Context: an optimization exercise on an open-source flow, tuned for small area, a short achievable clock period and few clock cycles per item. The choices shown serve that exercise and are no tape-out recipe.
The RTL was checked by simulation tests, not by an equivalence proof against the original design.

02-23:
// bms_can_frame_decoder_top
module bms_can_frame_decoder_top (
  input  wire         clk_i,
  input  wire         rst_ni,
  input  wire         in_valid_i,
  output logic        in_stall_o,
  input  wire         cmd_i,
  input  wire  [28:0] frame_id_i,
  input  wire  [3:0]  frame_len_i,
  input  wire  [7:0]  byte0_i,
  input  wire  [7:0]  byte1_i,
  input  wire  [7:0]  byte2_i,
  input  wire  [7:0]  byte3_i,
  input  wire  [7:0]  byte4_i,
  input  wire  [7:0]  byte5_i,
  input  wire  [7:0]  byte6_i,
  input  wire  [7:0]  byte7_i,
  input  wire  [7:0]  query_cell_i,
  output logic        out_valid_o,
  input  wire         out_stall_i,
  output logic [15:0] pack_voltage_dv_o,
  output logic [13:0] soc_pptt_o,
  output logic [13:0] health_pptt_o,
  output logic [15:0] min_cell_mv_o,
  output logic [15:0] max_cell_mv_o,
  output logic [19:0] min_temp_dc_o,
  output logic [19:0] max_temp_dc_o,
  output logic [7:0]  cell_count_o,
  output logic [1:0]  bms_state_o,
  output logic [3:0]  status_flags_o,
  output logic [15:0] cell_voltage_mv_o,
  output logic        cell_balancing_o
);
  localparam int unsigned NC = bcfd_pkg::CELL_SLOTS;    
  typedef struct packed {
    logic        rd;        
    logic [7:0]  b1;        
    logic [15:0] hi;        
    logic [15:0] lo;        
    logic [11:0] rhi;       
    logic [3:0][15:0] rlo;  
    logic [2:0]  nz;        
    logic        bal;       
    logic [5:0]  bbit;      
    logic [47:0] w;         
    logic [2:0]  wnz;       
    logic        ld_pack;
    logic        ld_socsoh;
    logic        ld_lcell;
    logic        ld_hcell;
    logic        ld_ltemp;
    logic        ld_htemp;
    logic        ld_sw;
  ...
Size: ~260 I/O pins, ~150000 sq um of cells after synthesis.
Settings: LEC_CHECK=0, ABC_CLOCK_PERIOD_IN_PS=3000, CAP_MARGIN=20, CORE_MARGIN=2, CORE_UTILIZATION=40, CTS_CLUSTER_DIAMETER=60, CTS_CLUSTER_SIZE=24, SETUP_SLACK_MARGIN=4.0, SLEW_MARGIN=20; clock period 7.0 ns.
run.sh (not shown) runs the stock make flow with config.mk's settings and CLKGATE_MAP_FILE= SYNTH_SCRIPT=/design/flow/synth_recipe.tcl, a recipe that flattens the netlist after the stock synthesis.
The flow did not stop early for 02-23: all stages ran, and the layout cleared the timing, design-rule and antenna checks.
Testbench counts of 02-23, summed over its fixed seeds: cycles 12,024, items 12,000.
## Diff of input files: 12-17 against 02-23
--- a/flow/design.v
+++ b/flow/design.v
@@ -77,23 +77,22 @@
   output logic [19:0] min_temp_dc_o,
   output logic [19:0] max_temp_dc_o,
   output logic [7:0]  cell_count_o,
   output logic [1:0]  bms_state_o,
   output logic [3:0]  status_flags_o,
   output logic [15:0] cell_voltage_mv_o,
   output logic        cell_balancing_o
 );
   localparam int unsigned NC = bcfd_pkg::CELL_SLOTS;    
   typedef struct packed {
     logic        rd;        
-    logic [7:0]  b1;        
     logic [15:0] hi;        
     logic [15:0] lo;        
     logic [11:0] rhi;       
     logic [3:0][15:0] rlo;  
     logic [2:0]  nz;        
     logic        bal;       
     logic [5:0]  bbit;      
     logic [47:0] w;         
     logic [2:0]  wnz;       
     logic        ld_pack;
     logic        ld_socsoh;
@@ -171,23 +170,22 @@
     id55  = idhi && frame_id_i[7:0] == bcfd_pkg::ID_CELLV[7:0];
     id3c  = idhi && frame_id_i[7:0] == bcfd_pkg::ID_BAL[7:0];
     m43   = byte0_i == bcfd_pkg::MUX_LOW;
     m83   = byte0_i == bcfd_pkg::MUX_HIGH;
     dec.len8 = frame_len_i[3];
     dec.len6 = frame_len_i[3] || (frame_len_i[2] && frame_len_i[1]);
     cellv    = frame && dec.len8 && id55;
     b1 = cmd_i ? query_cell_i : byte1_i;
     bb = {byte7_i != 8'd0, byte6_i != 8'd0, byte5_i != 8'd0,
           byte4_i != 8'd0, byte3_i != 8'd0, byte2_i != 8'd0};
     dec.rd = cmd_i;
-    dec.b1 = b1;
     for (int g = 0; g < 12; g++) begin
       dec.rhi[g] = cmd_i && query_cell_i[7:4] == 4'(g);
     end
     for (int c = 0; c < 4; c++) begin
       for (int l = 0; l < 16; l++) begin
         dec.rlo[c][l] = cmd_i && query_cell_i[3:0] == 4'(l)
                         && query_cell_i[7:4] >= 4'(3 * c) && query_cell_i[7:4] < 4'(3 * c + 3);
       end
     end
     for (int k = 0; k < 16; k++) begin
       dec.hi[k] = b1[7:4] == 4'(k);
@@ -269,45 +267,28 @@
       clr_q       <= 1'b1;
     end else begin
       clr_q       <= 1'b0;
       cnt_q       <= cnt_n;
       in_stall_q  <= cnt_n == 3'd4;
       vI          <= rdyI ? (vK || accept) : 1'b1;
       vK          <= rdyI ? (vK && accept) : (vK || accept);
       if (rdyJ) vJ <= vI;
       out_valid_q <= fire || (out_valid_q && out_stall_i);
     end
   end
-  beat_t kdec;
-  always_comb begin
-    kdec = bK;
-    for (int k = 0; k < 16; k++) begin
-      kdec.hi[k] = bK.b1[7:4] == 4'(k);
-      kdec.lo[k] = bK.b1[3:0] == 4'(k);
-    end
-    for (int g = 0; g < 12; g++) begin
-      kdec.rhi[g] = bK.rd && bK.b1[7:4] == 4'(g);
-    end
-    for (int c = 0; c < 4; c++) begin
-      for (int l = 0; l < 16; l++) begin
-        kdec.rlo[c][l] = bK.rd && bK.b1[3:0] == 4'(l)
-                         && bK.b1[7:4] >= 4'(3 * c) && bK.b1[7:4] < 4'(3 * c + 3);
-      end
-    end
-  end
   always_ff @(posedge clk_i) begin
     if (!in_stall_q) begin
       bK <= dec;
     end
     if (rdyI) begin
-      bI <= vK ? kdec : dec;
+      bI <= vK ? bK : dec;
     end
     if (rdyJ) begin
       bJ <= jn;
     end
   end
   logic [255:0]     dsel;
   logic [2:0][15:0] bank_w;
   logic [5:0]       bank_b;
   logic [15:0]      volt_q [NC];
   logic             bal_q  [NC];
   logic [NC-1:0]    volt_we, bal_we;
Notes after the runs:
- 12-17: full flow OK, the timing, design-rule and antenna checks passed
- On summed area of non-filler cells in the final layout, the higher figure sits with 12-17, not 02-23.
- 12-17 and 02-23 ended up with nearly the same utilization.
- Number of placed instances, taps included (12-17 over 02-23): increase, 590
- 02-23 -> 12-17: total detailed-routing wirelength increased by a few percent
- Side by side, worst setup slack turned out lower in 12-17 than in 02-23.
- Global-route usage delta for 12-17 relative to 02-23: 0.69 points higher
Testbench counts of 12-17, summed over its fixed seeds: cycles 12,024, items 12,000.

## separate check: timing with driven ports
Ports are ideal in the flow. The routed layouts listed here were re-timed in OpenROAD. Step 1 (the two cells are an assumption about what drives the block):
set clk [get_ports {clk_i}]
set_driving_cell -lib_cell sky130_fd_sc_hd__clkbuf_16 $clk
set_driving_cell -lib_cell sky130_fd_sc_hd__buf_2 [delete_from_list [all_inputs] $clk]
Step 2 times the ports against the registers' clock, not the clock port: input delays grow and output delays shrink by t, the midpoint of the rising clock arrivals with the driver on. a / b / c = ideal ports / drivers / drivers and shift; a / b = the first two.
run | t (ns) | slack for setup (ns) | worst setup path after step 2 | worst register clock-pin slew, ns
02-23 | 1.058 | 3.719 / 3.777 / 2.719 | input to register | 0.10 / 0.10
12-17 | 1.077 | 3.588 / 3.608 / 2.532 | input to register | 0.10 / 0.10
After both steps every run listed still meets setup and hold. The setup slack of 12-17, which loses most, moves by +0.020 ns with the drivers and by -1.056 ns with both steps.
